What follows belongs to an exercise in optimizing a design on an open flow for small area, a short achievable clock period and few clock cycles per item; a production flow would make more cautious choices. No functional check of the RTL was part of any run shown here. Power is estimated from default activity; no workload was simulated.

## run.sh

```bash
#!/bin/bash
# synth_recipe.tcl (not shown) runs the flow's synth.tcl, then flattens the netlist and writes it again
# the make line also repeats each setting of config.mk as NAME=value (left out here)
make -C /OpenROAD-flow-scripts/flow DESIGN_CONFIG=/design/flow/config.mk WORK_HOME=/design/flow/orfs CLKGATE_MAP_FILE= SYNTH_SCRIPT=/design/flow/synth_recipe.tcl finish
```

## config.mk

```make
export PLATFORM = sky130hd
export DESIGN_NAME = aes_dec_top
export DESIGN_NICKNAME = aes_dec_top
export VERILOG_FILES = /design/flow/design.v
export SDC_FILE = /design/flow/constraint.sdc
export NUM_CORES = 8
export LEC_CHECK = 0
export ABC_CLOCK_PERIOD_IN_PS = 3000
export CAP_MARGIN = 20
export CORE_MARGIN = 2
export CORE_UTILIZATION = 40
export SETUP_SLACK_MARGIN = 5
export SLEW_MARGIN = 20
```

## constraint.sdc

```tcl
create_clock -name core_clock -period 10.0 [get_ports {clk}]
set_input_delay 2.0000 -clock core_clock [delete_from_list [all_inputs] [get_ports {clk}]]
set_output_delay 2.0000 -clock core_clock [all_outputs]
set_load 0.01 [all_outputs]
```

## design.v

```verilog
`default_nettype none
module aes_tmi_byte
(
    input  wire [7:0] i,
    output wire [7:0] o
);
    wire t1 = i[4] ^ i[5];
    wire t2 = i[1] ^ i[2];
    wire t3 = i[7] ^ t2;
    wire t4 = i[3] ^ t1;
    assign o[0] = i[1];
    assign o[1] = i[1] ^ t1;
    assign o[2] = i[2] ^ t1;
    wire t5 = i[0] ^ i[4];
    assign o[3] = t2 ^ t5;
    assign o[4] = t4;
    assign o[5] = t3 ^ t4;
    wire t6 = i[0] ^ t1;
    assign o[6] = t3 ^ t6;
    assign o[7] = i[6] ^ t3;
endmodule
module aes_mt_byte
(
    input  wire [7:0] i,
    output wire [7:0] o
);
    wire t1 = i[4] ^ i[5];
    wire t2 = i[0] ^ i[1];
    wire t3 = i[6] ^ t1;
    wire t4 = i[2] ^ i[3];
    wire t5 = t3 ^ t4;
    assign o[0] = t2 ^ t3;
    assign o[1] = i[0];
    assign o[2] = i[2] ^ t2;
    assign o[3] = i[4] ^ t2;
    assign o[4] = i[0] ^ t5;
    assign o[5] = i[1] ^ t5;
    assign o[6] = i[7] ^ t1;
    wire t6 = i[1] ^ i[2];
    assign o[7] = t1 ^ t6;
endmodule
module aes_g_byte
(
    input  wire [7:0] i,
    output wire [7:0] o
);
    wire t1 = i[1] ^ i[5];
    wire t2 = i[2] ^ i[3];
    wire t3 = i[6] ^ t1;
    wire t4 = i[5] ^ i[7];
    wire t5 = i[3] ^ t3;
    wire t6 = i[0] ^ i[6];
    assign o[0] = t2 ^ t6;
    assign o[1] = i[4] ^ t4;
    assign o[2] = i[7] ^ t5;
    assign o[3] = t5;
    wire t7 = i[7] ^ t1;
    assign o[4] = t2 ^ t7;
    assign o[5] = i[4] ^ t3;
    assign o[6] = t2;
    assign o[7] = t4;
endmodule
module aes_tinv_byte
(
    input  wire [7:0] i,
    output wire [7:0] o
);
    wire t1 = i[1] ^ i[3];
    wire t2 = i[2] ^ i[6];
    wire t3 = i[3] ^ t2;
    wire t4 = i[0] ^ t1;
    assign o[0] = t2 ^ t4;
    wire t5 = i[4] ^ i[6];
    assign o[1] = i[7] ^ t5;
    assign o[2] = i[6] ^ t1;
    assign o[3] = t1;
    wire t6 = i[1] ^ i[5];
    assign o[4] = i[7] ^ t6;
    assign o[5] = t3;
    wire t7 = i[2] ^ i[4];
    assign o[6] = t1 ^ t7;
    assign o[7] = i[7] ^ t3;
endmodule
module aes_lin_col
(
    input  wire [31:0] i,
    output wire [31:0] o
);
    wire t1 = i[0] ^ i[28];
    wire t2 = i[16] ^ i[21];
    wire t3 = i[4] ^ i[8];
    wire t4 = i[20] ^ i[24];
    wire t5 = i[13] ^ i[29];
    wire t6 = i[5] ^ i[12];
    wire t7 = i[1] ^ i[26];
    wire t8 = i[2] ^ i[9];
    wire t9 = i[10] ^ i[17];
    wire t10 = i[18] ^ i[25];
    wire t11 = i[6] ^ i[31];
    wire t12 = i[15] ^ i[22];
    wire t13 = i[11] ^ i[14];
    wire t14 = i[23] ^ i[30];
    wire t15 = i[3] ^ i[19];
    wire t16 = i[7] ^ i[27];
    wire t17 = t2 ^ t6;
    wire t18 = t4 ^ t5;
    wire t19 = i[29] ^ i[31];
    wire t20 = i[13] ^ i[15];
    wire t21 = t8 ^ t10;
    wire t22 = i[24] ^ t1;
    wire t23 = t7 ^ t9;
    wire t24 = i[0] ^ t3;
    wire t25 = i[5] ^ t14;
    wire t26 = t15 ^ t21;
    wire t27 = i[3] ^ i[16];
    wire t28 = i[12] ^ i[27];
    wire t29 = i[7] ^ i[8];
    wire t30 = i[14] ^ i[23];
    wire t31 = i[9] ^ t4;
    wire t32 = t3 ^ t5;
    wire t33 = i[11] ^ t2;
    wire t34 = i[2] ^ t12;
    wire t35 = i[18] ^ t11;
    wire t36 = t13 ^ t17;
    wire t37 = i[19] ^ i[22];
    wire t38 = i[4] ^ i[17];
    wire t39 = i[0] ^ i[26];
    wire t40 = i[1] ^ i[25];
    wire t41 = i[21] ^ i[27];
    wire t42 = i[13] ^ i[20];
    wire t43 = i[17] ^ i[19];
    wire t44 = i[21] ^ i[25];
    wire t45 = i[7] ^ i[17];
    wire t46 = i[16] ^ i[28];
    wire t47 = i[21] ^ i[28];
    wire t48 = t8 ^ t28;
    wire t49 = i[5] ^ t16;
    wire t50 = t1 ^ t10;
    wire t51 = t9 ^ t19;
    wire t52 = t6 ^ t29;
    wire t53 = t3 ^ t7;
    wire t54 = i[6] ^ t2;
    wire t55 = t13 ^ t37;
    wire t56 = i[8] ^ t14;
    wire t57 = i[20] ^ t1;
    wire t58 = i[7] ^ t8;
    wire t59 = t1 ^ t41;
    wire t60 = i[30] ^ t11;
    wire t61 = t18 ^ t25;
    wire t62 = i[12] ^ t31;
    wire t63 = i[10] ^ t25;
    wire t64 = t22 ^ t30;
    wire t65 = i[24] ^ t35;
    wire t66 = i[22] ^ t24;
    wire t67 = t33 ^ t63;
    wire t68 = t16 ^ t36;
    wire t69 = i[20] ^ t19;
    wire t70 = t40 ^ t6;
    wire t71 = t69 ^ t70;
    assign o[0] = t66 ^ t71;
    wire t72 = i[25] ^ t12;
    wire t73 = t43 ^ t53;
    wire t74 = t57 ^ t72;
    assign o[1] = t73 ^ t74;
    wire t75 = i[23] ^ i[4];
    wire t76 = t19 ^ t39;
    wire t77 = t75 ^ t76;
    assign o[2] = t77 ^ t68;
    wire t78 = i[14] ^ t16;
    wire t79 = t43 ^ t5;
    wire t80 = t78 ^ t79;
    assign o[3] = t65 ^ t80;
    wire t81 = i[15] ^ i[1];
    wire t82 = t30 ^ t81;
    wire t83 = t18 ^ t24;
    wire t84 = t54 ^ t58;
    wire t85 = t82 ^ t83;
    assign o[4] = t84 ^ t85;
    wire t86 = i[26] ^ t22;
    wire t87 = t55 ^ t58;
    assign o[5] = t86 ^ t87;
    wire t88 = t4 ^ t47;
    wire t89 = t51 ^ t88;
    assign o[6] = t26 ^ t89;
    wire t90 = i[30] ^ i[3];
    wire t91 = i[6] ^ t90;
    wire t92 = t23 ^ t32;
    wire t93 = t91 ^ t92;
    assign o[7] = t68 ^ t93;
    wire t94 = i[1] ^ i[30];
    wire t95 = i[9] ^ t42;
    wire t96 = t46 ^ t94;
    wire t97 = t52 ^ t95;
    assign o[8] = t96 ^ t97;
    wire t98 = t14 ^ t3;
    wire t99 = t40 ^ t46;
    wire t100 = t48 ^ t98;
    assign o[9] = t99 ^ t100;
    wire t101 = i[31] ^ t15;
    wire t102 = t101 ^ t18;
    wire t103 = t34 ^ t52;
    assign o[10] = t102 ^ t103;
    wire t104 = i[14] ^ i[3];
    wire t105 = t104 ^ t12;
    wire t106 = t39 ^ t44;
    wire t107 = t105 ^ t106;
    assign o[11] = t49 ^ t107;
    wire t108 = i[8] ^ i[9];
    wire t109 = t108 ^ t12;
    wire t110 = t109 ^ t17;
    wire t111 = t51 ^ t110;
    assign o[12] = t64 ^ t111;
    wire t112 = i[19] ^ i[27];
    wire t113 = i[30] ^ t112;
    wire t114 = t9 ^ t113;
    wire t115 = t24 ^ t34;
    assign o[13] = t114 ^ t115;
    wire t116 = i[11] ^ i[29];
    wire t117 = i[4] ^ t116;
    wire t118 = t117 ^ t23;
    wire t119 = t49 ^ t50;
    assign o[14] = t118 ^ t119;
    wire t120 = i[6] ^ t12;
    wire t121 = t120 ^ t18;
    wire t122 = t121 ^ t26;
    assign o[15] = t36 ^ t122;
    wire t123 = i[28] ^ t20;
    wire t124 = t38 ^ t123;
    wire t125 = t31 ^ t54;
    assign o[16] = t124 ^ t125;
    wire t126 = i[1] ^ i[4];
    wire t127 = t11 ^ t126;
    wire t128 = t27 ^ t9;
    wire t129 = t127 ^ t128;
    assign o[17] = t129 ^ t62;
    wire t130 = t16 ^ t20;
    wire t131 = t130 ^ t57;
    assign o[18] = t131 ^ t67;
    wire t132 = i[11] ^ i[1];
    wire t133 = i[3] ^ t132;
    wire t134 = t5 ^ t133;
    wire t135 = t34 ^ t56;
    assign o[19] = t134 ^ t135;
    wire t136 = i[16] ^ i[31];
    wire t137 = t10 ^ t136;
    wire t138 = t45 ^ t137;
    wire t139 = t138 ^ t61;
    assign o[20] = t66 ^ t139;
    wire t140 = i[10] ^ i[6];
    wire t141 = t10 ^ t140;
    wire t142 = t27 ^ t28;
    wire t143 = t141 ^ t142;
    assign o[21] = t56 ^ t143;
    wire t144 = t20 ^ t6;
    wire t145 = t144 ^ t53;
    assign o[22] = t145 ^ t26;
    wire t146 = t23 ^ t55;
    wire t147 = t59 ^ t146;
    assign o[23] = t61 ^ t147;
    wire t148 = i[12] ^ i[29];
    wire t149 = t148 ^ t38;
    wire t150 = t44 ^ t149;
    assign o[24] = t150 ^ t64;
    wire t151 = t13 ^ t45;
    wire t152 = t151 ^ t50;
    assign o[25] = t152 ^ t62;
    wire t153 = i[15] ^ i[23];
    wire t154 = t15 ^ t153;
    wire t155 = t47 ^ t154;
    wire t156 = t32 ^ t155;
    assign o[26] = t65 ^ t156;
    wire t157 = i[19] ^ i[9];
    wire t158 = t11 ^ t157;
    assign o[27] = t158 ^ t67;
    wire t159 = i[25] ^ t20;
    wire t160 = t29 ^ t7;
    wire t161 = t159 ^ t160;
    wire t162 = t17 ^ t22;
    wire t163 = t60 ^ t161;
    assign o[28] = t162 ^ t163;
    wire t164 = t13 ^ t27;
    wire t165 = t4 ^ t7;
    wire t166 = t164 ^ t165;
    assign o[29] = t35 ^ t166;
    wire t167 = i[23] ^ t42;
    wire t168 = t167 ^ t23;
    wire t169 = t33 ^ t48;
    assign o[30] = t168 ^ t169;
    wire t170 = i[22] ^ i[5];
    wire t171 = t170 ^ t32;
    wire t172 = t59 ^ t60;
    wire t173 = t171 ^ t172;
    assign o[31] = t26 ^ t173;
endmodule
module aes_s1_byte
(
    input  wire [7:0] z,
    output wire [7:0] o
);
    wire [3:0] ah = z[7:4];
    wire [3:0] al = z[3:0];
    wire [3:0] d;
    reg  [3:0] di;
    assign d[0] = z[0] ^ z[2] ^ z[6] ^ (ah[0] & al[0]) ^ (ah[1] & al[3]) ^ (ah[2] & al[2]) ^ (ah[3] & al[1]);
    assign d[1] = z[2] ^ z[5] ^ z[6] ^ z[7] ^ (ah[0] & al[1]) ^ (ah[1] & al[0]) ^ (ah[1] & al[3]) ^ (ah[2] & al[2]) ^ (ah[2] & al[3]) ^ (ah[3] & al[1]) ^ (ah[3] & al[2]);
    assign d[2] = z[1] ^ z[3] ^ z[5] ^ (ah[0] & al[2]) ^ (ah[1] & al[1]) ^ (ah[2] & al[0]) ^ (ah[2] & al[3]) ^ (ah[3] & al[2]) ^ (ah[3] & al[3]);
    assign d[3] = z[3] ^ z[4] ^ z[6] ^ z[7] ^ (ah[0] & al[3]) ^ (ah[1] & al[2]) ^ (ah[2] & al[1]) ^ (ah[3] & al[0]) ^ (ah[3] & al[3]);
    always @*
    begin
        case (d)
            4'd0: di = 4'd0;
            4'd1: di = 4'd1;
            4'd2: di = 4'd9;
            4'd3: di = 4'd14;
            4'd4: di = 4'd13;
            4'd5: di = 4'd11;
            4'd6: di = 4'd7;
            4'd7: di = 4'd6;
            4'd8: di = 4'd15;
            4'd9: di = 4'd2;
            4'd10: di = 4'd12;
            4'd11: di = 4'd5;
            4'd12: di = 4'd10;
            4'd13: di = 4'd4;
            4'd14: di = 4'd3;
            4'd15: di = 4'd8;
            default: di = 4'd0;
        endcase
    end
    assign o[4] = (ah[0] & di[0]) ^ (ah[1] & di[3]) ^ (ah[2] & di[2]) ^ (ah[3] & di[1]);
    assign o[0] = (al[0] & di[0]) ^ (al[1] & di[3]) ^ (al[2] & di[2]) ^ (al[3] & di[1]);
    assign o[5] = (ah[0] & di[1]) ^ (ah[1] & di[0]) ^ (ah[1] & di[3]) ^ (ah[2] & di[2]) ^ (ah[2] & di[3]) ^ (ah[3] & di[1]) ^ (ah[3] & di[2]);
    assign o[1] = (al[0] & di[1]) ^ (al[1] & di[0]) ^ (al[1] & di[3]) ^ (al[2] & di[2]) ^ (al[2] & di[3]) ^ (al[3] & di[1]) ^ (al[3] & di[2]);
    assign o[6] = (ah[0] & di[2]) ^ (ah[1] & di[1]) ^ (ah[2] & di[0]) ^ (ah[2] & di[3]) ^ (ah[3] & di[2]) ^ (ah[3] & di[3]);
    assign o[2] = (al[0] & di[2]) ^ (al[1] & di[1]) ^ (al[2] & di[0]) ^ (al[2] & di[3]) ^ (al[3] & di[2]) ^ (al[3] & di[3]);
    assign o[7] = (ah[0] & di[3]) ^ (ah[1] & di[2]) ^ (ah[2] & di[1]) ^ (ah[3] & di[0]) ^ (ah[3] & di[3]);
    assign o[3] = (al[0] & di[3]) ^ (al[1] & di[2]) ^ (al[2] & di[1]) ^ (al[3] & di[0]) ^ (al[3] & di[3]);
endmodule
module aes_inv_s1
(
    input  wire [127:0] x,
    input  wire [127:0] kg,
    output wire [127:0] a
);
    wire [127:0] op;
    aes_s1_byte u_0_0 (.z(x[127:120]), .o(op[127:120]));
    aes_s1_byte u_0_1 (.z(x[119:112]), .o(op[119:112]));
    aes_s1_byte u_0_2 (.z(x[111:104]), .o(op[111:104]));
    aes_s1_byte u_0_3 (.z(x[103:96]), .o(op[103:96]));
    aes_s1_byte u_1_0 (.z(x[95:88]), .o(op[95:88]));
    aes_s1_byte u_1_1 (.z(x[87:80]), .o(op[87:80]));
    aes_s1_byte u_1_2 (.z(x[79:72]), .o(op[79:72]));
    aes_s1_byte u_1_3 (.z(x[71:64]), .o(op[71:64]));
    aes_s1_byte u_2_0 (.z(x[63:56]), .o(op[63:56]));
    aes_s1_byte u_2_1 (.z(x[55:48]), .o(op[55:48]));
    aes_s1_byte u_2_2 (.z(x[47:40]), .o(op[47:40]));
    aes_s1_byte u_2_3 (.z(x[39:32]), .o(op[39:32]));
    aes_s1_byte u_3_0 (.z(x[31:24]), .o(op[31:24]));
    aes_s1_byte u_3_1 (.z(x[23:16]), .o(op[23:16]));
    aes_s1_byte u_3_2 (.z(x[15:8]), .o(op[15:8]));
    aes_s1_byte u_3_3 (.z(x[7:0]), .o(op[7:0]));
    assign a = op ^ kg;
endmodule
module aes_inv_s2
(
    input  wire [127:0] a,
    input  wire         last,
    output wire [127:0] y
);
    wire [127:0] inv;
    wire [127:0] v;
    wire [127:0] zn;
    assign inv[127:120] = {a[127:124], a[127:124] ^ a[123:120]};
    assign inv[119:112] = {a[119:116], a[119:116] ^ a[115:112]};
    assign inv[111:104] = {a[111:108], a[111:108] ^ a[107:104]};
    assign inv[103:96] = {a[103:100], a[103:100] ^ a[99:96]};
    assign inv[95:88] = {a[95:92], a[95:92] ^ a[91:88]};
    assign inv[87:80] = {a[87:84], a[87:84] ^ a[83:80]};
    assign inv[79:72] = {a[79:76], a[79:76] ^ a[75:72]};
    assign inv[71:64] = {a[71:68], a[71:68] ^ a[67:64]};
    assign inv[63:56] = {a[63:60], a[63:60] ^ a[59:56]};
    assign inv[55:48] = {a[55:52], a[55:52] ^ a[51:48]};
    assign inv[47:40] = {a[47:44], a[47:44] ^ a[43:40]};
    assign inv[39:32] = {a[39:36], a[39:36] ^ a[35:32]};
    assign inv[31:24] = {a[31:28], a[31:28] ^ a[27:24]};
    assign inv[23:16] = {a[23:20], a[23:20] ^ a[19:16]};
    assign inv[15:8] = {a[15:12], a[15:12] ^ a[11:8]};
    assign inv[7:0] = {a[7:4], a[7:4] ^ a[3:0]};
    aes_lin_col l_0 (.i({a[103:96], a[111:104], a[119:112], a[127:120]}), .o({v[103:96], v[111:104], v[119:112], v[127:120]}));
    aes_lin_col l_1 (.i({a[71:64], a[79:72], a[87:80], a[95:88]}), .o({v[71:64], v[79:72], v[87:80], v[95:88]}));
    aes_lin_col l_2 (.i({a[39:32], a[47:40], a[55:48], a[63:56]}), .o({v[39:32], v[47:40], v[55:48], v[63:56]}));
    aes_lin_col l_3 (.i({a[7:0], a[15:8], a[23:16], a[31:24]}), .o({v[7:0], v[15:8], v[23:16], v[31:24]}));
    assign zn[127:120] = v[127:120];
    assign zn[119:112] = v[23:16];
    assign zn[111:104] = v[47:40];
    assign zn[103:96] = v[71:64];
    assign zn[95:88] = v[95:88];
    assign zn[87:80] = v[119:112];
    assign zn[79:72] = v[15:8];
    assign zn[71:64] = v[39:32];
    assign zn[63:56] = v[63:56];
    assign zn[55:48] = v[87:80];
    assign zn[47:40] = v[111:104];
    assign zn[39:32] = v[7:0];
    assign zn[31:24] = v[31:24];
    assign zn[23:16] = v[55:48];
    assign zn[15:8] = v[79:72];
    assign zn[7:0] = v[103:96];
    assign y = last ? inv : zn;
endmodule
module aes_z0
(
    input  wire [127:0] ct,
    input  wire [127:0] k10,
    output wire [127:0] z
);
    assign z[127:120] = ct[127:120] ^ k10[127:120];
    assign z[119:112] = ct[23:16] ^ k10[23:16];
    assign z[111:104] = ct[47:40] ^ k10[47:40];
    assign z[103:96] = ct[71:64] ^ k10[71:64];
    assign z[95:88] = ct[95:88] ^ k10[95:88];
    assign z[87:80] = ct[119:112] ^ k10[119:112];
    assign z[79:72] = ct[15:8] ^ k10[15:8];
    assign z[71:64] = ct[39:32] ^ k10[39:32];
    assign z[63:56] = ct[63:56] ^ k10[63:56];
    assign z[55:48] = ct[87:80] ^ k10[87:80];
    assign z[47:40] = ct[111:104] ^ k10[111:104];
    assign z[39:32] = ct[7:0] ^ k10[7:0];
    assign z[31:24] = ct[31:24] ^ k10[31:24];
    assign z[23:16] = ct[55:48] ^ k10[55:48];
    assign z[15:8] = ct[79:72] ^ k10[79:72];
    assign z[7:0] = ct[103:96] ^ k10[103:96];
endmodule
module aes_tmi_word
(
    input  wire [31:0] i,
    output wire [31:0] o
);
    aes_tmi_byte b0 (.i(i[31:24]), .o(o[31:24]));
    aes_tmi_byte b1 (.i(i[23:16]), .o(o[23:16]));
    aes_tmi_byte b2 (.i(i[15:8]), .o(o[15:8]));
    aes_tmi_byte b3 (.i(i[7:0]), .o(o[7:0]));
endmodule
module aes_mt_word
(
    input  wire [31:0] i,
    output wire [31:0] o
);
    aes_mt_byte b0 (.i(i[31:24]), .o(o[31:24]));
    aes_mt_byte b1 (.i(i[23:16]), .o(o[23:16]));
    aes_mt_byte b2 (.i(i[15:8]), .o(o[15:8]));
    aes_mt_byte b3 (.i(i[7:0]), .o(o[7:0]));
endmodule
module aes_g_word
(
    input  wire [31:0] i,
    output wire [31:0] o
);
    aes_g_byte b0 (.i(i[31:24]), .o(o[31:24]));
    aes_g_byte b1 (.i(i[23:16]), .o(o[23:16]));
    aes_g_byte b2 (.i(i[15:8]), .o(o[15:8]));
    aes_g_byte b3 (.i(i[7:0]), .o(o[7:0]));
endmodule
module aes_tinv_word
(
    input  wire [31:0] i,
    output wire [31:0] o
);
    aes_tinv_byte b0 (.i(i[31:24]), .o(o[31:24]));
    aes_tinv_byte b1 (.i(i[23:16]), .o(o[23:16]));
    aes_tinv_byte b2 (.i(i[15:8]), .o(o[15:8]));
    aes_tinv_byte b3 (.i(i[7:0]), .o(o[7:0]));
endmodule
module aes_kc_word
(
    output wire [31:0] o
);
    assign o = 32'haeaeaeae;
endmodule
module aes_c63_word
(
    output wire [31:0] o
);
    assign o = {4{8'h55}};
endmodule
`default_nettype wire
`default_nettype none
module aes_round_key_store
(
    input  logic         clk,
    input  logic         key_we,
    input  logic [5:0]   key_addr,
    input  logic [31:0]  key_wdata,
    input  logic [31:0]  wdata_z,      
    input  logic [9:0]   round_sel,    
    output logic [127:0] round_key,    
    output logic [127:0] last_key      
);
    logic [31:0] mem [44];
    logic [31:0] wdata_g;
    logic [31:0] c63;
    logic [31:0] kc;
    aes_g_word i_g (
        .i (key_wdata),
        .o (wdata_g)
    );
    aes_kc_word i_kc (
        .o (kc)
    );
    aes_c63_word i_c63 (
        .o (c63)
    );
    always_ff @(posedge clk)
    begin
        if (key_we)
        begin
            mem[key_addr] <= (key_addr >= 6'd40) ? (wdata_z ^ c63) : (key_addr >= 6'd4) ? (wdata_g ^ kc) : wdata_g;
        end
    end
    assign last_key = {mem[40], mem[41], mem[42], mem[43]};
    always_comb
    begin
        round_key = '0;
        for (int r = 0; r < 10; r++)
        begin
            if (round_sel[r])
            begin
                round_key = round_key | {mem[4 * r], mem[4 * r + 1], mem[4 * r + 2], mem[4 * r + 3]};
            end
        end
    end
endmodule
`default_nettype wire
`default_nettype none
module aes_dec_regs
(
    input  logic         clk,
    input  logic         reset,
    input  logic [11:0]  paddr,
    input  logic         psel,
    input  logic         penable,
    input  logic         pwrite,
    input  logic [31:0]  pwdata,
    output logic [31:0]  prdata,
    output logic         pready,
    output logic         pslverr,
    input  logic         fin,         
    input  logic [127:0] plaintext,   
    output logic         key_we,
    output logic [5:0]   key_addr,
    output logic [31:0]  key_wdata,
    output logic         start,
    output logic [31:0]  wdata_z,     
    output logic [127:0] ciphertext   
);
    logic        busy;
    logic        done;
    logic        busy_n;
    logic        done_n;
    logic        key_hit;
    logic        din_hit;
    logic        ctrl_hit;
    logic        stat_hit;
    logic        dout_hit;
    logic        err_n;
    logic [31:0] rd_n;
    logic [31:0] prdata_q;
    logic        err_q;
    logic        wr_q;       
    logic        key_q;
    logic        din_q;
    logic        ctrl_q;
    logic [5:0]  widx_q;
    logic        we;
    logic [31:0] ct_word;
    logic [31:0] pt_word;
    logic [31:0] ct_std;
    logic [31:0] pt_std;
    assign busy_n = busy && !fin;
    assign done_n = done || fin;
    assign key_hit  = (paddr < 12'h0b0);
    assign din_hit  = (paddr[11:4] == 8'h10);
    assign ctrl_hit = (paddr[11:2] == 10'h044);
    assign stat_hit = (paddr[11:2] == 10'h045);
    assign dout_hit = (paddr[11:4] == 8'h12);
    assign err_n = !(key_hit || din_hit || ctrl_hit || stat_hit || dout_hit)
                   || (pwrite && busy_n && (key_hit || din_hit || ctrl_hit))
                   || (pwrite && (stat_hit || dout_hit));
    assign ct_word = ciphertext[127 - 32 * paddr[3:2] -: 32];
    assign pt_word = plaintext[127 - 32 * paddr[3:2] -: 32];
    aes_mt_word i_ct_back (
        .i (ct_word),
        .o (ct_std)
    );
    aes_tinv_word i_pt_back (
        .i (pt_word),
        .o (pt_std)
    );
    aes_tmi_word i_wdata_z (
        .i (pwdata),
        .o (wdata_z)
    );
    always_comb
    begin
        rd_n = '0;  
        if (stat_hit)
        begin
            rd_n = {30'd0, done_n, busy_n};
        end
        else if (din_hit)
        begin
            rd_n = ct_std;
        end
        else if (dout_hit)
        begin
            rd_n = pt_std;
        end
    end
    always_ff @(posedge clk)
    begin
        prdata_q <= rd_n;
        err_q    <= err_n;
        wr_q     <= pwrite && !err_n;
        key_q    <= key_hit;
        din_q    <= din_hit;
        ctrl_q   <= ctrl_hit;
        widx_q   <= paddr[7:2];
    end
    assign prdata  = prdata_q;
    assign pslverr = err_q;
    assign pready  = 1'b1;  
    assign we        = psel && penable && wr_q;
    assign key_we    = we && key_q;
    assign key_addr  = widx_q;
    assign key_wdata = pwdata;
    assign start     = we && ctrl_q && pwdata[0];
    always_ff @(posedge clk)
    begin
        if (we && din_q)
        begin
            ciphertext[127 - 32 * widx_q[1:0] -: 32] <= wdata_z;
        end
    end
    always_ff @(posedge clk)
    begin
        if (reset)
        begin
            busy <= 1'b0;
            done <= 1'b0;
        end
        else if (start)
        begin
            busy <= 1'b1;
            done <= 1'b0;
        end
        else if (fin)
        begin
            busy <= 1'b0;
            done <= 1'b1;
        end
    end
endmodule
`default_nettype wire
`default_nettype none
module aes_dec_engine
(
    input  logic         clk,
    input  logic         reset,
    input  logic         start,
    input  logic [127:0] ciphertext,
    input  logic [127:0] last_key,
    input  logic [127:0] round_key,
    output logic [9:0]   round_sel,   
    output logic         fin,         
    output logic [127:0] plaintext
);
    logic         run;
    logic         ph;        
    logic [9:0]   rsel;      
    logic         pend_q;
    logic         a_z_q;
    logic         go;
    logic         last;
    logic [127:0] state_q;
    logic [127:0] a_q;
    logic [127:0] z0;
    logic [127:0] s1_in;
    logic [127:0] s1_out;
    logic [127:0] s2_out;
    assign round_sel = rsel;
    assign last      = rsel[0];
    assign plaintext = state_q;
    aes_z0 i_z0 (
        .ct  (ciphertext),
        .k10 (last_key),
        .z   (z0)
    );
    assign s1_in = run ? state_q : z0;
    aes_inv_s1 i_s1 (
        .x  (s1_in),
        .kg (round_key),
        .a  (s1_out)
    );
    aes_inv_s2 i_s2 (
        .a    (a_q),
        .last (last),
        .y    (s2_out)
    );
    assign go  = (start || pend_q) && a_z_q && !run;
    assign fin = run && !ph && last;
    always_ff @(posedge clk)
    begin
        a_q <= s1_out;
        if (go || (run && ph))
        begin
            state_q <= s2_out;
        end
    end
    always_ff @(posedge clk)
    begin
        if (reset)
        begin
            run     <= 1'b0;
            ph      <= 1'b0;
            rsel    <= 10'b10_0000_0000;
            pend_q  <= 1'b0;
            a_z_q   <= 1'b0;
        end
        else
        begin
            pend_q  <= (start || pend_q) && !go;
            a_z_q   <= !run;
            if (go)
            begin
                run  <= 1'b1;
                ph   <= 1'b0;
                rsel <= 10'b01_0000_0000;
            end
            else if (run)
            begin
                ph <= !ph;
                if (ph)
                begin
                    if (last)
                    begin
                        run  <= 1'b0;
                        rsel <= 10'b10_0000_0000;
                    end
                    else
                    begin
                        rsel <= rsel >> 1;
                    end
                end
            end
        end
    end
endmodule
`default_nettype wire
`default_nettype none
module aes_dec_top
(
    input  logic        clk,
    input  logic        reset,
    input  logic [11:0] paddr,
    input  logic        psel,
    input  logic        penable,
    input  logic        pwrite,
    input  logic [31:0] pwdata,
    output logic [31:0] prdata,
    output logic        pready,
    output logic        pslverr
);
    logic         key_we;
    logic [5:0]   key_addr;
    logic [31:0]  key_wdata;
    logic         start;
    logic         fin;
    logic [127:0] ciphertext;
    logic [127:0] plaintext;
    logic [127:0] round_key;
    logic [127:0] last_key;
    logic [31:0]  wdata_z;
    logic [9:0]   round_sel;
    aes_dec_regs i_aes_dec_regs (
        .clk        (clk),
        .reset      (reset),
        .paddr      (paddr),
        .psel       (psel),
        .penable    (penable),
        .pwrite     (pwrite),
        .pwdata     (pwdata),
        .prdata     (prdata),
        .pready     (pready),
        .pslverr    (pslverr),
        .fin        (fin),
        .plaintext  (plaintext),
        .key_we     (key_we),
        .key_addr   (key_addr),
        .key_wdata  (key_wdata),
        .start      (start),
        .wdata_z    (wdata_z),
        .ciphertext (ciphertext)
    );
    aes_round_key_store i_aes_round_key_store (
        .clk       (clk),
        .key_we    (key_we),
        .key_addr  (key_addr),
        .key_wdata (key_wdata),
        .wdata_z   (wdata_z),
        .round_sel (round_sel),
        .round_key (round_key),
        .last_key  (last_key)
    );
    aes_dec_engine i_aes_dec_engine (
        .clk        (clk),
        .reset      (reset),
        .start      (start),
        .ciphertext (ciphertext),
        .last_key   (last_key),
        .round_key  (round_key),
        .round_sel  (round_sel),
        .fin        (fin),
        .plaintext  (plaintext)
    );
endmodule
`default_nettype wire
```

==> flow_metrics.tcl, run 1 <==
set metrics [dict create \
    run_status "no timing/DRC/antenna violations" \
    cts.sinks 1851 \
    worst_slew_pin_slew_ns 1.15 \
    setup_viol_count_final 0 \
    pin_count_of_the_biggest_net_entering_global_routing 105 \
    p_leak_nw 35.5 \
    clock_insertion_delay_worst_skew_ns 0.89 \
    drc 0 \
    postSynthRegisterBits 1851 \
    worst_reg_to_reg_path_cell_count 15 \
    number_of_buffers_on_the_longest_clock_path 3 \
    timing.critical_path.cells "clkdlybuf4s50_1 -> xnor2_1 -> xnor2_1 -> buf_4 -> xor2_1 -> nor2_1 -> a21oi_4 -> buf_4" \
    core_region_area_mm2 0.238 \
    whs_path_depth 2 \
    initial_utilization_pct 40.3 \
    syn_to_final_growth_pct 12.6 \
    slew_headroom_pct 22.5 \
    ctsRootBufferMaster "clkbuf_16" \
    cp-start-kind "input port" \
    grt_pass1_wl_um 477000 \
    ys_types 90 \
    die_area_mm2 0.244 \
    place.port_buffers 79 \
    syn-mean-instance-area_um2 12.3 \
    cts_hold_buffers 0 \
    finalWirelength_um 345000 \
    fin_skew_ns 0.0634 \
    cap_viol_max_count 0 \
    instances_no_fill 11200 \
    worst_ep_arrival_time_ns 5.49 \
    route.detailed.vias_per_inst 5.85 \
    place.detailed.instances 10800 \
    grt_pass1_vias 61500 \
    final_cell_mix "edfxtp_1 (1664), xnor2_1 (1425), nor2_1 (504)" \
    final_period_minus_worst_setup_slack_ns 4.95 \
    max-vdd-ir-drop_mv 0.162 \
    drt_first_pass_iters 8 \
    tritoncts "yes" \
    gp_congestion 0.984 \
    synth_edf_count 1664 \
    place_area_mm2 0.101 \
    number_of_antenna_violations_at_the_first_check_in_global_routing 29 \
    grt_use_total_pct 27.5 \
    max_clock_freq_ghz 0.202 \
    power_density_mw_per_mm2 158 \
    async_reset_ff_share_pct 0 \
    htree_levels 4 \
    fraction_of_layout_instances_using_a_drive_strength_above_1_pct 10.9 \
    worst_setup_hold_path_clk_slew_ns 0.06 \
    tritoncts.num_buffers 189 \
    antenna_viol_nets_final 0 \
    fp-row-count 179 \
    drv_slew 0 \
    worst_path_max_delay_cell "xor2_1" \
    design_power_total_w 0.0171 \
    syn-num-nets 7990 \
    worst-setup-path-type "in2reg" \
    final_net_count 7997 \
    die_x_extent_um 494 \
    mostFrequentLayoutCell "edfxtp_1" \
    synth.yosys.warnings 4 \
    drtIter0Drc 8975 \
    timing.hold.worst.class "reg2reg" \
    dieHeight_um 494 \
    syn_inst 7808 \
    post-route-period-util_pct 49.5 \
    timing.hold.ws_ns 0.485 \
    boundaryPins 83 \
    post-route-cell-area_mm2 0.108 \
    post-dp-hpwl_um 229000 \
    timing.final.hold_violations 0 \
    setup_repair_after_global_routing_missed_its_margin "yes" \
    fin_tns_setup_ns 0 \
    synth-seq-area-share_pct 55.9 \
    critPathMaxFanout 44 \
    reg2reg_slack_ns 5.12 \
    worst-endpoint-required_ns 10.54 \
    endpoint_kind "flip-flop" \
    routed_wire_length_per_instance_um 31.0 \
    dr_total_vias 65300 \
    slowest_delay_ns 0.89 \
    grt_overflow_total 0 \
    synth.cell_area_mm2 0.0961 \
    synthFlopType "edfxtp_1" \
]
## flip-flops by register name, summed over array words and instances, names as in the netlist, 6 cells and up
name                       flops
i_aes_dec_engine.state_q     128
i_aes_dec_regs.widx_q          6
i_aes_dec_engine.rsel         10
i_aes_dec_regs.prdata_q       32
i_aes_dec_regs.ciphertext    128
i_aes_round_key_store.mem   1408
i_aes_dec_engine.a_q         128
## kinds of logic (layout without fill, tap and decap cells)
| logic type | count (synthesis) | in the layout | share of synthesized area, % |
|---|---|---|---|
| AOI/OAI and AO/OA | 1520 | 1520 | 11.2 |
| xor gates and xnor gates | 1923 | 1923 | 18.0 |
| adders and majority gates | 133 | 133 | 1.73 |
| buffers and inverters | 770 | 939 | 3.31 |
| DFF | 1851 | 1851 | 55.9 |
| muxes | 201 | 201 | 3.30 |
| other | 1 | 8 | 0.00390 |
| and+or+nand+nor | 1409 | 1409 | 6.52 |
## report_power, final
group / switching, W / internal (W)
clock: 0.00318 / 0.00402
sequential: 0.00000636 / 0.00871
combinational: 0.000907 / 0.000235
total: 0.00410 / 0.0130
## cells in the mapped netlist, drive strengths merged, types with 133 or more instances
master | count | area [um2]
xor2 | 436 | 3830
buf | 166 | 910
o21ai | 250 | 1310
clkbuf | 324 | 1220
a221oi | 139 | 1280
ha | 133 | 1660
dfxtp | 187 | 3740
inv | 266 | 998
nand2 | 453 | 1700
o22ai | 160 | 1000
edfxtp | 1664 | 50000
xnor2 | 1468 | 13100
nor2 | 549 | 2060
nand4 | 145 | 907
a22oi | 399 | 3000
a21oi | 154 | 771
## area by class of cell
type	count	area, um2
Inverter	280	1060
Clock inverter	103	1170
Multi-Input combinational cell	5187	40400
Timing Repair Buffer	306	2720
Tap cell	3167	3960
Sequential cell	1851	53800
Antenna cell	7	17.5
Clock buffer	250	5120
Fill cell	21500	130000
## through the flow
stage | worst slack [ns] | utilization [%]
detailed placement | 3.82 | 42.4
global route | 4.85 | 45.4
finish | 5.05 | 45.4
global placement | 3.87 | 42.4
floorplan | 5.06 | -
CTS | 4.94 | 45.2
## final timing paths
check / start / end
max: pwdata[9] / i_aes_round_key_store.mem[42][14]
min: i_aes_dec_engine.pend_q / i_aes_dec_engine.pend_q
max reg2reg: i_aes_dec_engine.run / i_aes_dec_engine.a_q[13]
min reg2reg: i_aes_dec_engine.pend_q / i_aes_dec_engine.pend_q
## worst max-delay path: cells and delay by family
family	cells	cell delay, ns
compound gates	1	0.15
xor+xnor	3	1.57
buf+inv	3	1.53
simple gates	1	0.16
## per-layer routing
metal	global-route usage, %	wire length [um]	vias up
li1	-	-	28400
met5	0	86	-
met1	37.7	140000	32800
met2	41.8	153000	3430
met3	6.46	35500	602
met4	11.4	16100	14
## what timing repair did
| action | in CTS | in global routing |
|---|---|---|
| pin swaps | 5 | 8 |
| setup endpoints to repair | 154 | 94 |
| gates cloned | 1 | 2 |
| buffers inserted | 18 | 18 |
| gates resized for setup | 49 | 37 |
==> run 2, diff against run 1 <==
--- a/design.v
+++ b/design.v
@@ -66,19 +66,19 @@
     output wire [7:0] o
 );
-    wire t1 = i[1] ^ i[3];
-    wire t2 = i[2] ^ i[6];
-    wire t3 = i[3] ^ t2;
-    wire t4 = i[0] ^ t1;
-    assign o[0] = t2 ^ t4;
-    wire t5 = i[4] ^ i[6];
-    assign o[1] = i[7] ^ t5;
-    assign o[2] = i[6] ^ t1;
-    assign o[3] = t1;
-    wire t6 = i[1] ^ i[5];
-    assign o[4] = i[7] ^ t6;
-    assign o[5] = t3;
-    wire t7 = i[2] ^ i[4];
-    assign o[6] = t1 ^ t7;
-    assign o[7] = i[7] ^ t3;
+    wire t1 = i[1] ^ i[7];
+    wire t2 = i[2] ^ i[3];
+    wire t3 = i[5] ^ t1;
+    wire t4 = i[4] ^ i[6];
+    wire t5 = t2 ^ t3;
+    wire t6 = i[3] ^ t3;
+    wire t7 = i[0] ^ i[4];
+    assign o[0] = t7 ^ t5;
+    assign o[1] = i[7] ^ t4;
+    assign o[2] = i[6] ^ t6;
+    assign o[3] = t6;
+    assign o[4] = t1;
+    assign o[5] = i[7] ^ t2;
+    assign o[6] = t4 ^ t5;
+    assign o[7] = t2;
 endmodule
 module aes_lin_col
@@ -295,100 +295,223 @@
 module aes_s1_byte
 (
-    input  wire [7:0] z,
-    output wire [7:0] o
+    input  wire [7:0]  z,
+    output wire [11:0] a
 );
-    wire [3:0] ah = z[7:4];
-    wire [3:0] al = z[3:0];
     wire [3:0] d;
-    reg  [3:0] di;
-    assign d[0] = z[0] ^ z[2] ^ z[6] ^ (ah[0] & al[0]) ^ (ah[1] & al[3]) ^ (ah[2] & al[2]) ^ (ah[3] & al[1]);
-    assign d[1] = z[2] ^ z[5] ^ z[6] ^ z[7] ^ (ah[0] & al[1]) ^ (ah[1] & al[0]) ^ (ah[1] & al[3]) ^ (ah[2] & al[2]) ^ (ah[2] & al[3]) ^ (ah[3] & al[1]) ^ (ah[3] & al[2]);
-    assign d[2] = z[1] ^ z[3] ^ z[5] ^ (ah[0] & al[2]) ^ (ah[1] & al[1]) ^ (ah[2] & al[0]) ^ (ah[2] & al[3]) ^ (ah[3] & al[2]) ^ (ah[3] & al[3]);
-    assign d[3] = z[3] ^ z[4] ^ z[6] ^ z[7] ^ (ah[0] & al[3]) ^ (ah[1] & al[2]) ^ (ah[2] & al[1]) ^ (ah[3] & al[0]) ^ (ah[3] & al[3]);
+    reg  [3:0] th;
+    wire n9 = z[0] ^ z[2];
+    wire n10 = z[6] ^ n9;
+    wire n11 = z[2] ^ z[5];
+    wire n12 = z[6] ^ n11;
+    wire n13 = z[7] ^ n12;
+    wire n14 = z[1] ^ z[3];
+    wire n15 = z[5] ^ n14;
+    wire n16 = z[3] ^ z[4];
+    wire n17 = z[6] ^ n16;
+    wire n18 = z[7] ^ n17;
+    wire n19 = z[0] & z[4];
+    wire n20 = z[3] & z[5];
+    wire n21 = n19 ^ n20;
+    wire n22 = z[2] & z[6];
+    wire n23 = n21 ^ n22;
+    wire n24 = z[1] & z[7];
+    wire n25 = n23 ^ n24;
+    wire n26 = z[1] & z[4];
+    wire n27 = z[0] & z[5];
+    wire n28 = n26 ^ n27;
+    wire n29 = n20 ^ n28;
+    wire n30 = n22 ^ n29;
+    wire n31 = z[3] & z[6];
+    wire n32 = n30 ^ n31;
+    wire n33 = n24 ^ n32;
+    wire n34 = z[2] & z[7];
+    wire n35 = n33 ^ n34;
+    wire n36 = z[2] & z[4];
+    wire n37 = z[1] & z[5];
+    wire n38 = n36 ^ n37;
+    wire n39 = z[0] & z[6];
+    wire n40 = n38 ^ n39;
+    wire n41 = n31 ^ n40;
+    wire n42 = n34 ^ n41;
+    wire n43 = z[3] & z[7];
+    wire n44 = n42 ^ n43;
+    wire n45 = z[3] & z[4];
+    wire n46 = z[2] & z[5];
+    wire n47 = n45 ^ n46;
+    wire n48 = z[1] & z[6];
+    wire n49 = n47 ^ n48;
+    wire n50 = z[0] & z[7];
+    wire n51 = n49 ^ n50;
+    wire n52 = n43 ^ n51;
+    wire n53 = n10 ^ n25;
+    wire n54 = n13 ^ n35;
+    wire n55 = n15 ^ n44;
+    wire n56 = n18 ^ n52;
+    assign d[0] = n53;
+    assign d[1] = n54;
+    assign d[2] = n55;
+    assign d[3] = n56;
     always @*
     begin
         case (d)
-            4'd0: di = 4'd0;
-            4'd1: di = 4'd1;
-            4'd2: di = 4'd9;
-            4'd3: di = 4'd14;
-            4'd4: di = 4'd13;
-            4'd5: di = 4'd11;
-            4'd6: di = 4'd7;
-            4'd7: di = 4'd6;
-            4'd8: di = 4'd15;
-            4'd9: di = 4'd2;
-            4'd10: di = 4'd12;
-            4'd11: di = 4'd5;
-            4'd12: di = 4'd10;
-            4'd13: di = 4'd4;
-            4'd14: di = 4'd3;
-            4'd15: di = 4'd8;
-            default: di = 4'd0;
+            4'd0: th = 4'd0;
+            4'd1: th = 4'd1;
+            4'd2: th = 4'd9;
+            4'd3: th = 4'd14;
+            4'd4: th = 4'd13;
+            4'd5: th = 4'd11;
+            4'd6: th = 4'd7;
+            4'd7: th = 4'd6;
+            4'd8: th = 4'd15;
+            4'd9: th = 4'd2;
+            4'd10: th = 4'd12;
+            4'd11: th = 4'd5;
+            4'd12: th = 4'd10;
+            4'd13: th = 4'd4;
+            4'd14: th = 4'd3;
+            4'd15: th = 4'd8;
+            default: th = 4'd0;
         endcase
     end
-    assign o[4] = (ah[0] & di[0]) ^ (ah[1] & di[3]) ^ (ah[2] & di[2]) ^ (ah[3] & di[1]);
-    assign o[0] = (al[0] & di[0]) ^ (al[1] & di[3]) ^ (al[2] & di[2]) ^ (al[3] & di[1]);
-    assign o[5] = (ah[0] & di[1]) ^ (ah[1] & di[0]) ^ (ah[1] & di[3]) ^ (ah[2] & di[2]) ^ (ah[2] & di[3]) ^ (ah[3] & di[1]) ^ (ah[3] & di[2]);
-    assign o[1] = (al[0] & di[1]) ^ (al[1] & di[0]) ^ (al[1] & di[3]) ^ (al[2] & di[2]) ^ (al[2] & di[3]) ^ (al[3] & di[1]) ^ (al[3] & di[2]);
-    assign o[6] = (ah[0] & di[2]) ^ (ah[1] & di[1]) ^ (ah[2] & di[0]) ^ (ah[2] & di[3]) ^ (ah[3] & di[2]) ^ (ah[3] & di[3]);
-    assign o[2] = (al[0] & di[2]) ^ (al[1] & di[1]) ^ (al[2] & di[0]) ^ (al[2] & di[3]) ^ (al[3] & di[2]) ^ (al[3] & di[3]);
-    assign o[7] = (ah[0] & di[3]) ^ (ah[1] & di[2]) ^ (ah[2] & di[1]) ^ (ah[3] & di[0]) ^ (ah[3] & di[3]);
-    assign o[3] = (al[0] & di[3]) ^ (al[1] & di[2]) ^ (al[2] & di[1]) ^ (al[3] & di[0]) ^ (al[3] & di[3]);
+    assign a = {z, th};
+endmodule
+module aes_s2_byte
+(
+    input  wire [11:0] a,
+    output wire [7:0]  o
+);
+    wire [7:0] z = a[11:4];
+    wire [3:0] th = a[3:0];
+    wire m13 = th[0] & z[0];
+    wire m14 = th[3] & z[1];
+    wire m15 = m13 ^ m14;
+    wire m16 = th[2] & z[2];
+    wire m17 = m15 ^ m16;
+    wire m18 = th[1] & z[3];
+    wire m19 = m17 ^ m18;
+    wire m20 = th[1] & z[0];
+    wire m21 = th[0] & z[1];
+    wire m22 = m20 ^ m21;
+    wire m23 = m14 ^ m22;
+    wire m24 = m16 ^ m23;
+    wire m25 = th[3] & z[2];
+    wire m26 = m24 ^ m25;
+    wire m27 = m18 ^ m26;
+    wire m28 = th[2] & z[3];
+    wire m29 = m27 ^ m28;
+    wire m30 = th[2] & z[0];
+    wire m31 = th[1] & z[1];
+    wire m32 = m30 ^ m31;
+    wire m33 = th[0] & z[2];
+    wire m34 = m32 ^ m33;
+    wire m35 = m25 ^ m34;
+    wire m36 = m28 ^ m35;
+    wire m37 = th[3] & z[3];
+    wire m38 = m36 ^ m37;
+    wire m39 = th[3] & z[0];
+    wire m40 = th[2] & z[1];
+    wire m41 = m39 ^ m40;
+    wire m42 = th[1] & z[2];
+    wire m43 = m41 ^ m42;
+    wire m44 = th[0] & z[3];
+    wire m45 = m43 ^ m44;
+    wire m46 = m37 ^ m45;
+    wire m47 = th[0] & z[4];
+    wire m48 = th[3] & z[5];
+    wire m49 = m47 ^ m48;
+    wire m50 = th[2] & z[6];
+    wire m51 = m49 ^ m50;
+    wire m52 = th[1] & z[7];
+    wire m53 = m51 ^ m52;
+    wire m54 = th[1] & z[4];
+    wire m55 = th[0] & z[5];
+    wire m56 = m54 ^ m55;
+    wire m57 = m48 ^ m56;
+    wire m58 = m50 ^ m57;
+    wire m59 = th[3] & z[6];
+    wire m60 = m58 ^ m59;
+    wire m61 = m52 ^ m60;
+    wire m62 = th[2] & z[7];
+    wire m63 = m61 ^ m62;
+    wire m64 = th[2] & z[4];
+    wire m65 = th[1] & z[5];
+    wire m66 = m64 ^ m65;
+    wire m67 = th[0] & z[6];
+    wire m68 = m66 ^ m67;
+    wire m69 = m59 ^ m68;
+    wire m70 = m62 ^ m69;
+    wire m71 = th[3] & z[7];
+    wire m72 = m70 ^ m71;
+    wire m73 = th[3] & z[4];
+    wire m74 = th[2] & z[5];
+    wire m75 = m73 ^ m74;
+    wire m76 = th[1] & z[6];
+    wire m77 = m75 ^ m76;
+    wire m78 = th[0] & z[7];
+    wire m79 = m77 ^ m78;
+    wire m80 = m71 ^ m79;
+    assign o[0] = m19;
+    assign o[1] = m29;
+    assign o[2] = m38;
+    assign o[3] = m46;
+    assign o[4] = m53;
+    assign o[5] = m63;
+    assign o[6] = m72;
+    assign o[7] = m80;
 endmodule
 module aes_inv_s1
 (
     input  wire [127:0] x,
-    input  wire [127:0] kg,
-    output wire [127:0] a
+    output wire [191:0] a
 );
-    wire [127:0] op;
-    aes_s1_byte u_0_0 (.z(x[127:120]), .o(op[127:120]));
-    aes_s1_byte u_0_1 (.z(x[119:112]), .o(op[119:112]));
-    aes_s1_byte u_0_2 (.z(x[111:104]), .o(op[111:104]));
-    aes_s1_byte u_0_3 (.z(x[103:96]), .o(op[103:96]));
-    aes_s1_byte u_1_0 (.z(x[95:88]), .o(op[95:88]));
-    aes_s1_byte u_1_1 (.z(x[87:80]), .o(op[87:80]));
-    aes_s1_byte u_1_2 (.z(x[79:72]), .o(op[79:72]));
-    aes_s1_byte u_1_3 (.z(x[71:64]), .o(op[71:64]));
-    aes_s1_byte u_2_0 (.z(x[63:56]), .o(op[63:56]));
-    aes_s1_byte u_2_1 (.z(x[55:48]), .o(op[55:48]));
-    aes_s1_byte u_2_2 (.z(x[47:40]), .o(op[47:40]));
-    aes_s1_byte u_2_3 (.z(x[39:32]), .o(op[39:32]));
-    aes_s1_byte u_3_0 (.z(x[31:24]), .o(op[31:24]));
-    aes_s1_byte u_3_1 (.z(x[23:16]), .o(op[23:16]));
-    aes_s1_byte u_3_2 (.z(x[15:8]), .o(op[15:8]));
-    aes_s1_byte u_3_3 (.z(x[7:0]), .o(op[7:0]));
-    assign a = op ^ kg;
+    aes_s1_byte u_0_0 (.z(x[127:120]), .a(a[11:0]));
+    aes_s1_byte u_0_1 (.z(x[119:112]), .a(a[23:12]));
+    aes_s1_byte u_0_2 (.z(x[111:104]), .a(a[35:24]));
+    aes_s1_byte u_0_3 (.z(x[103:96]), .a(a[47:36]));
+    aes_s1_byte u_1_0 (.z(x[95:88]), .a(a[59:48]));
+    aes_s1_byte u_1_1 (.z(x[87:80]), .a(a[71:60]));
+    aes_s1_byte u_1_2 (.z(x[79:72]), .a(a[83:72]));
+    aes_s1_byte u_1_3 (.z(x[71:64]), .a(a[95:84]));
+    aes_s1_byte u_2_0 (.z(x[63:56]), .a(a[107:96]));
+    aes_s1_byte u_2_1 (.z(x[55:48]), .a(a[119:108]));
+    aes_s1_byte u_2_2 (.z(x[47:40]), .a(a[131:120]));
+    aes_s1_byte u_2_3 (.z(x[39:32]), .a(a[143:132]));
+    aes_s1_byte u_3_0 (.z(x[31:24]), .a(a[155:144]));
+    aes_s1_byte u_3_1 (.z(x[23:16]), .a(a[167:156]));
+    aes_s1_byte u_3_2 (.z(x[15:8]), .a(a[179:168]));
+    aes_s1_byte u_3_3 (.z(x[7:0]), .a(a[191:180]));
 endmodule
 module aes_inv_s2
 (
-    input  wire [127:0] a,
+    input  wire [191:0] a,
+    input  wire [127:0] kg,
     input  wire         last,
     output wire [127:0] y
 );
-    wire [127:0] inv;
+    wire [127:0] q;
+    wire [127:0] sk;
     wire [127:0] v;
     wire [127:0] zn;
-    assign inv[127:120] = {a[127:124], a[127:124] ^ a[123:120]};
-    assign inv[119:112] = {a[119:116], a[119:116] ^ a[115:112]};
-    assign inv[111:104] = {a[111:108], a[111:108] ^ a[107:104]};
-    assign inv[103:96] = {a[103:100], a[103:100] ^ a[99:96]};
-    assign inv[95:88] = {a[95:92], a[95:92] ^ a[91:88]};
-    assign inv[87:80] = {a[87:84], a[87:84] ^ a[83:80]};
-    assign inv[79:72] = {a[79:76], a[79:76] ^ a[75:72]};
-    assign inv[71:64] = {a[71:68], a[71:68] ^ a[67:64]};
-    assign inv[63:56] = {a[63:60], a[63:60] ^ a[59:56]};
-    assign inv[55:48] = {a[55:52], a[55:52] ^ a[51:48]};
-    assign inv[47:40] = {a[47:44], a[47:44] ^ a[43:40]};
-    assign inv[39:32] = {a[39:36], a[39:36] ^ a[35:32]};
-    assign inv[31:24] = {a[31:28], a[31:28] ^ a[27:24]};
-    assign inv[23:16] = {a[23:20], a[23:20] ^ a[19:16]};
-    assign inv[15:8] = {a[15:12], a[15:12] ^ a[11:8]};
-    assign inv[7:0] = {a[7:4], a[7:4] ^ a[3:0]};
-    aes_lin_col l_0 (.i({a[103:96], a[111:104], a[119:112], a[127:120]}), .o({v[103:96], v[111:104], v[119:112], v[127:120]}));
-    aes_lin_col l_1 (.i({a[71:64], a[79:72], a[87:80], a[95:88]}), .o({v[71:64], v[79:72], v[87:80], v[95:88]}));
-    aes_lin_col l_2 (.i({a[39:32], a[47:40], a[55:48], a[63:56]}), .o({v[39:32], v[47:40], v[55:48], v[63:56]}));
-    aes_lin_col l_3 (.i({a[7:0], a[15:8], a[23:16], a[31:24]}), .o({v[7:0], v[15:8], v[23:16], v[31:24]}));
+    aes_s2_byte s_0_0 (.a(a[11:0]), .o(q[127:120]));
+    aes_s2_byte s_0_1 (.a(a[23:12]), .o(q[119:112]));
+    aes_s2_byte s_0_2 (.a(a[35:24]), .o(q[111:104]));
+    aes_s2_byte s_0_3 (.a(a[47:36]), .o(q[103:96]));
+    aes_s2_byte s_1_0 (.a(a[59:48]), .o(q[95:88]));
+    aes_s2_byte s_1_1 (.a(a[71:60]), .o(q[87:80]));
+    aes_s2_byte s_1_2 (.a(a[83:72]), .o(q[79:72]));
+    aes_s2_byte s_1_3 (.a(a[95:84]), .o(q[71:64]));
+    aes_s2_byte s_2_0 (.a(a[107:96]), .o(q[63:56]));
+    aes_s2_byte s_2_1 (.a(a[119:108]), .o(q[55:48]));
+    aes_s2_byte s_2_2 (.a(a[131:120]), .o(q[47:40]));
+    aes_s2_byte s_2_3 (.a(a[143:132]), .o(q[39:32]));
+    aes_s2_byte s_3_0 (.a(a[155:144]), .o(q[31:24]));
+    aes_s2_byte s_3_1 (.a(a[167:156]), .o(q[23:16]));
+    aes_s2_byte s_3_2 (.a(a[179:168]), .o(q[15:8]));
+    aes_s2_byte s_3_3 (.a(a[191:180]), .o(q[7:0]));
+    assign sk = q ^ kg;
+    aes_lin_col l_0 (.i({sk[103:96], sk[111:104], sk[119:112], sk[127:120]}), .o({v[103:96], v[111:104], v[119:112], v[127:120]}));
+    aes_lin_col l_1 (.i({sk[71:64], sk[79:72], sk[87:80], sk[95:88]}), .o({v[71:64], v[79:72], v[87:80], v[95:88]}));
+    aes_lin_col l_2 (.i({sk[39:32], sk[47:40], sk[55:48], sk[63:56]}), .o({v[39:32], v[47:40], v[55:48], v[63:56]}));
+    aes_lin_col l_3 (.i({sk[7:0], sk[15:8], sk[23:16], sk[31:24]}), .o({v[7:0], v[15:8], v[23:16], v[31:24]}));
     assign zn[127:120] = v[127:120];
     assign zn[119:112] = v[23:16];
@@ -407,5 +530,5 @@
     assign zn[15:8] = v[79:72];
     assign zn[7:0] = v[103:96];
-    assign y = last ? inv : zn;
+    assign y = last ? sk : zn;
 endmodule
 module aes_z0
@@ -683,8 +806,8 @@
     logic         last;
     logic [127:0] state_q;
-    logic [127:0] a_q;
+    logic [191:0] a_q;
     logic [127:0] z0;
     logic [127:0] s1_in;
-    logic [127:0] s1_out;
+    logic [191:0] s1_out;
     logic [127:0] s2_out;
     assign round_sel = rsel;
@@ -698,10 +821,10 @@
     assign s1_in = run ? state_q : z0;
     aes_inv_s1 i_s1 (
-        .x  (s1_in),
-        .kg (round_key),
-        .a  (s1_out)
+        .x (s1_in),
+        .a (s1_out)
     );
     aes_inv_s2 i_s2 (
         .a    (a_q),
+        .kg   (round_key),
         .last (last),
         .y    (s2_out)
==> run 2 against run 1 <==
  * Still clean
  * Synthesized cell count down 7.5%
  * Wire length decreased by 5.0%
  * Cell count decreased by 4.2%
  * Register-to-register slack got worse by 0.14 ns
  * Global-route usage shrank 1.7 points
  * Largest power group unchanged
  * Highest routed layer unchanged
==> flow_metrics.tcl, run 2 <==
set metrics [dict create \
    max-vdd-ir-drop_mv 0.168 \
    drv_slew 0 \
    syn-mean-instance-area_um2 13.5 \
    timing.critical_path.cells "buf_12 -> buf_4 -> a22o_1 -> a221oi_1 -> nand4_1 -> xor2_1 -> xor3_1 -> xor3_1 -> xnor3_1 -> nor2_1 -> a21oi_1" \
    synth_edf_count 1664 \
    synth.cell_area_mm2 0.0978 \
    worst_ep_arrival_time_ns 5.59 \
    instances_no_fill 10700 \
    ys_types 72 \
    place.port_buffers 79 \
    slew_headroom_pct 15.0 \
    dieHeight_um 498 \
    gp_congestion 0.988 \
    final_cell_mix "edfxtp_1 (1664), xnor2_1 (994), nand2_1 (627)" \
    ctsRootBufferMaster "clkbuf_16" \
    synth-seq-area-share_pct 56.2 \
    grt_pass1_vias 58500 \
    switching_share_pct 24.2 \
    grt_overflow_total 0 \
    largest_register_ffs 1408 \
    place.detailed.instances 10300 \
    dominant_delay_contributor_by_cell_family_on_the_critical_path "XOR/XNOR gates" \
    fin_skew_ns 0.0717 \
    setup_viol_count_final 0 \
    number_of_buffers_on_the_longest_clock_path 3 \
    async_reset_ff_share_pct 0 \
    syn_inst 7222 \
    synthFlopType "edfxtp_1" \
    worst_path_most_repeated_cell "xor3_1" \
    post_synth_main_area_contributors "edfxtp_1 (51%), xnor2_1 (8.9%), dfxtp_1 (5.1%)" \
    gr-usage-met1_pct 35.6 \
    synthDominantCellAreaShare_pct 51.1 \
    p_sw_w 0.00421 \
    synth_common_cells "edfxtp_1 (1664), xnor2_1 (997), nand2_1 (629), a22oi_1 (388), xor2_1 (374)" \
    place_area_mm2 0.103 \
    cap_viol_max_count 0 \
    final_net_count 7496 \
    pin_count_of_the_biggest_net_entering_global_routing 114 \
    die_area_mm2 0.248 \
    worst_path_max_delay_cell "xor3_1" \
    drc 0 \
    synthMostInstantiatedCell "edfxtp_1" \
    power_density_mw_per_mm2 160 \
    p_leak_nw 38.4 \
    fraction_of_layout_instances_using_a_drive_strength_above_1_pct 10.9 \
    worst-setup-path-type "reg2reg" \
    worst_slew_pin_slew_ns 1.27 \
    largest-register "i_aes_round_key_store.mem" \
    detailedPlace.worstSlack_ns 4.34 \
    tritoncts "yes" \
    core_region_area_mm2 0.243 \
    setup_repair_after_global_routing_missed_its_margin "no" \
    post-dp-hpwl_um 216000 \
    power.sequential.fraction_pct 51.4 \
    run_status "no timing/DRC/antenna violations" \
    postSynthRegisterBits 1915 \
    synth.yosys.warnings 4 \
    finalWirelength_um 328000 \
    grt_use_total_pct 25.8 \
    clock_insertion_delay_worst_skew_ns 0.88 \
    global_route.peak_usage_layer "met2" \
    cts_hold_buffers 0 \
    critPathMaxFanout 85 \
    endpoint_kind "flip-flop" \
    post-route-worst-setup-slack_ns 4.98 \
    fp-row-count 181 \
    synthDominantAreaCellType "edfxtp_1" \
    worst_setup_hold_path_clk_slew_ns 0.06 \
    post-route-period-util_pct 50.2 \
    boundaryPins 83 \
    grt_pass1_wl_um 456000 \
    post-route-cell-area_mm2 0.109 \
    syn_to_final_growth_pct 11.8 \
    drt_first_pass_iters 8 \
    route.detailed.vias_per_inst 5.78 \
    die_x_extent_um 498 \
    timing.final.hold_violations 0 \
    int_pwr_w 0.0132 \
    cts.sinks 1915 \
    max_clock_freq_ghz 0.199 \
    tritoncts.num_buffers 197 \
    grt_use_met2_pct 39.4 \
    antenna_viol_nets_final 0 \
    cp-start-kind "flip-flop" \
    routed_wire_length_per_instance_um 30.7 \
    final_period_minus_worst_setup_slack_ns 5.02 \
    global_routing_met3_resource_utilization_pct 4.95 \
    timing.hold.worst.class "reg2reg" \
    htree_levels 4 \
    syn-num-nets 7420 \
    slowest_delay_ns 0.55 \
    drtIter0Drc 8097 \
    p_clk_share_pct 41.9 \
    buf_inv_on_cp 2 \
    initial_utilization_pct 40.2 \
    biggestRegsByFlops "i_aes_round_key_store.mem (1408), i_aes_dec_engine.a_q (192)" \
    worst-endpoint-required_ns 10.57 \
    dr_total_vias 61700 \
    number_of_antenna_violations_at_the_first_check_in_global_routing 24 \
    p_comb_share_pct 6.7 \
    fin_util_pct 44.9 \
    fin_tns_setup_ns 0 \
    mostFrequentLayoutCell "edfxtp_1" \
]
==> run 2: area by class of cell <==
| cell class | count | area [um2] |
|---|---|---|
| multi-input cells | 4651 | 40600 |
| fillers | 21500 | 134000 |
| clock buffers | 277 | 5340 |
| well taps | 3202 | 4010 |
| flip-flops and latches | 1915 | 55000 |
| diodes | 8 | 20.0 |
| inverters | 320 | 1200 |
| repair buffers | 213 | 2030 |
| clock inverters | 95 | 1090 |
==> run 2: power groups by stage <==
stage / logic, W / clock network, W / registers [W]
after floorplan: 0.000477 / 0 / 0.00915
final: 0.00117 / 0.00731 / 0.00897
after global placement: 0.00112 / 0 / 0.00914
after global routing: 0.00121 / 0.00769 / 0.00896
after detailed placement: 0.00116 / 0 / 0.00914
after CTS: 0.00116 / 0.00738 / 0.00897
==> run 2: through the flow <==
step	total power [W]	hold slack [ns]
4_1_cts	0.0175	0.477
6_report	0.0175	0.472
3_5_place_dp	0.0103	0.459
5_1_grt	0.0179	0.511
3_3_place_gp	0.0103	0.446
2_1_floorplan	0.00963	0.435
==> run 2: timing repair <==
action / CTS / global route
setup endpoints to repair: 15 / 30
setup buffers: 4 / 0
resized for setup: 4 / 9
==> run 2: worst paths after layout <==
check	startpoint	endpoint	slack [ns]	depth (start not counted)
max	i_aes_dec_engine.rsel[9]	i_aes_dec_engine.state_q[98]	4.98	11
min	i_aes_dec_engine.pend_q	i_aes_dec_engine.pend_q	0.47	2
max reg2reg	i_aes_dec_engine.rsel[9]	i_aes_dec_engine.state_q[98]	4.98	11
min reg2reg	i_aes_dec_engine.pend_q	i_aes_dec_engine.pend_q	0.47	2
==> run 2: logic make-up (layout without fill, tap and decap cells) <==
family,Yosys count,count (layout),share of synthesized area (%)
buffers and inverters,656,905,3.07
flip-flops,1915,1915,56.2
AND/OR/NAND/NOR,1245,1245,5.65
XOR/XNOR,1710,1710,19.7
other,1,9,0.00384
multiplexers,279,279,4.12
AO/OA/AOI/OAI,1267,1267,9.30
adder cells (fa/ha/maj),149,149,1.91
==> run 2: per-layer routing <==
| metal | vias up | wire, um |
|---|---|---|
| met5 | - | 296 |
| met4 | 8 | 17200 |
| met3 | 571 | 30900 |
| met2 | 3175 | 147000 |
| met1 | 31300 | 132000 |
| li1 | 26700 | - |
==> run 2: tightest hold or removal path: stages (launching register included) <==
cell     delay [ns]
dfxtp_1        0.31
a31oi_1        0.05
nor2_1         0.08

==> static timing again, ports no longer ideal <==
The results above use ideal ports. As a check the final layouts listed here were re-extracted and re-timed, cells and wires unchanged.
Step 1: set_driving_cell puts a clkbuf_16 on clk and a buf_2 on each other input, an assumption about the parent block.
Step 2 times the ports against the registers' clock, not the clock port: input delays grow and output delays shrink by t, the midpoint of the rising clock arrivals with the driver on.
Three values: no drivers, after step 1, after step 2; two values: the first two.
| run | t (ns) | setup WS [ns] | worst hold slack (ns) | worst data-port slew with drivers (ns) |
|---|---|---|---|---|
| run 1 | 0.942 | 5.047 / 5.102 / 4.160 | 0.485 / 0.485 / 0.485 | 0.08 |
| run 2 | 0.938 | 4.980 / 4.980 / 4.267 | 0.472 / 0.472 / 0.472 | 0.10 |
After both steps every run listed still meets setup and hold. For run 1, which loses most, drivers alone change the setup slack by +0.055 ns; drivers and shift together by -0.887 ns.
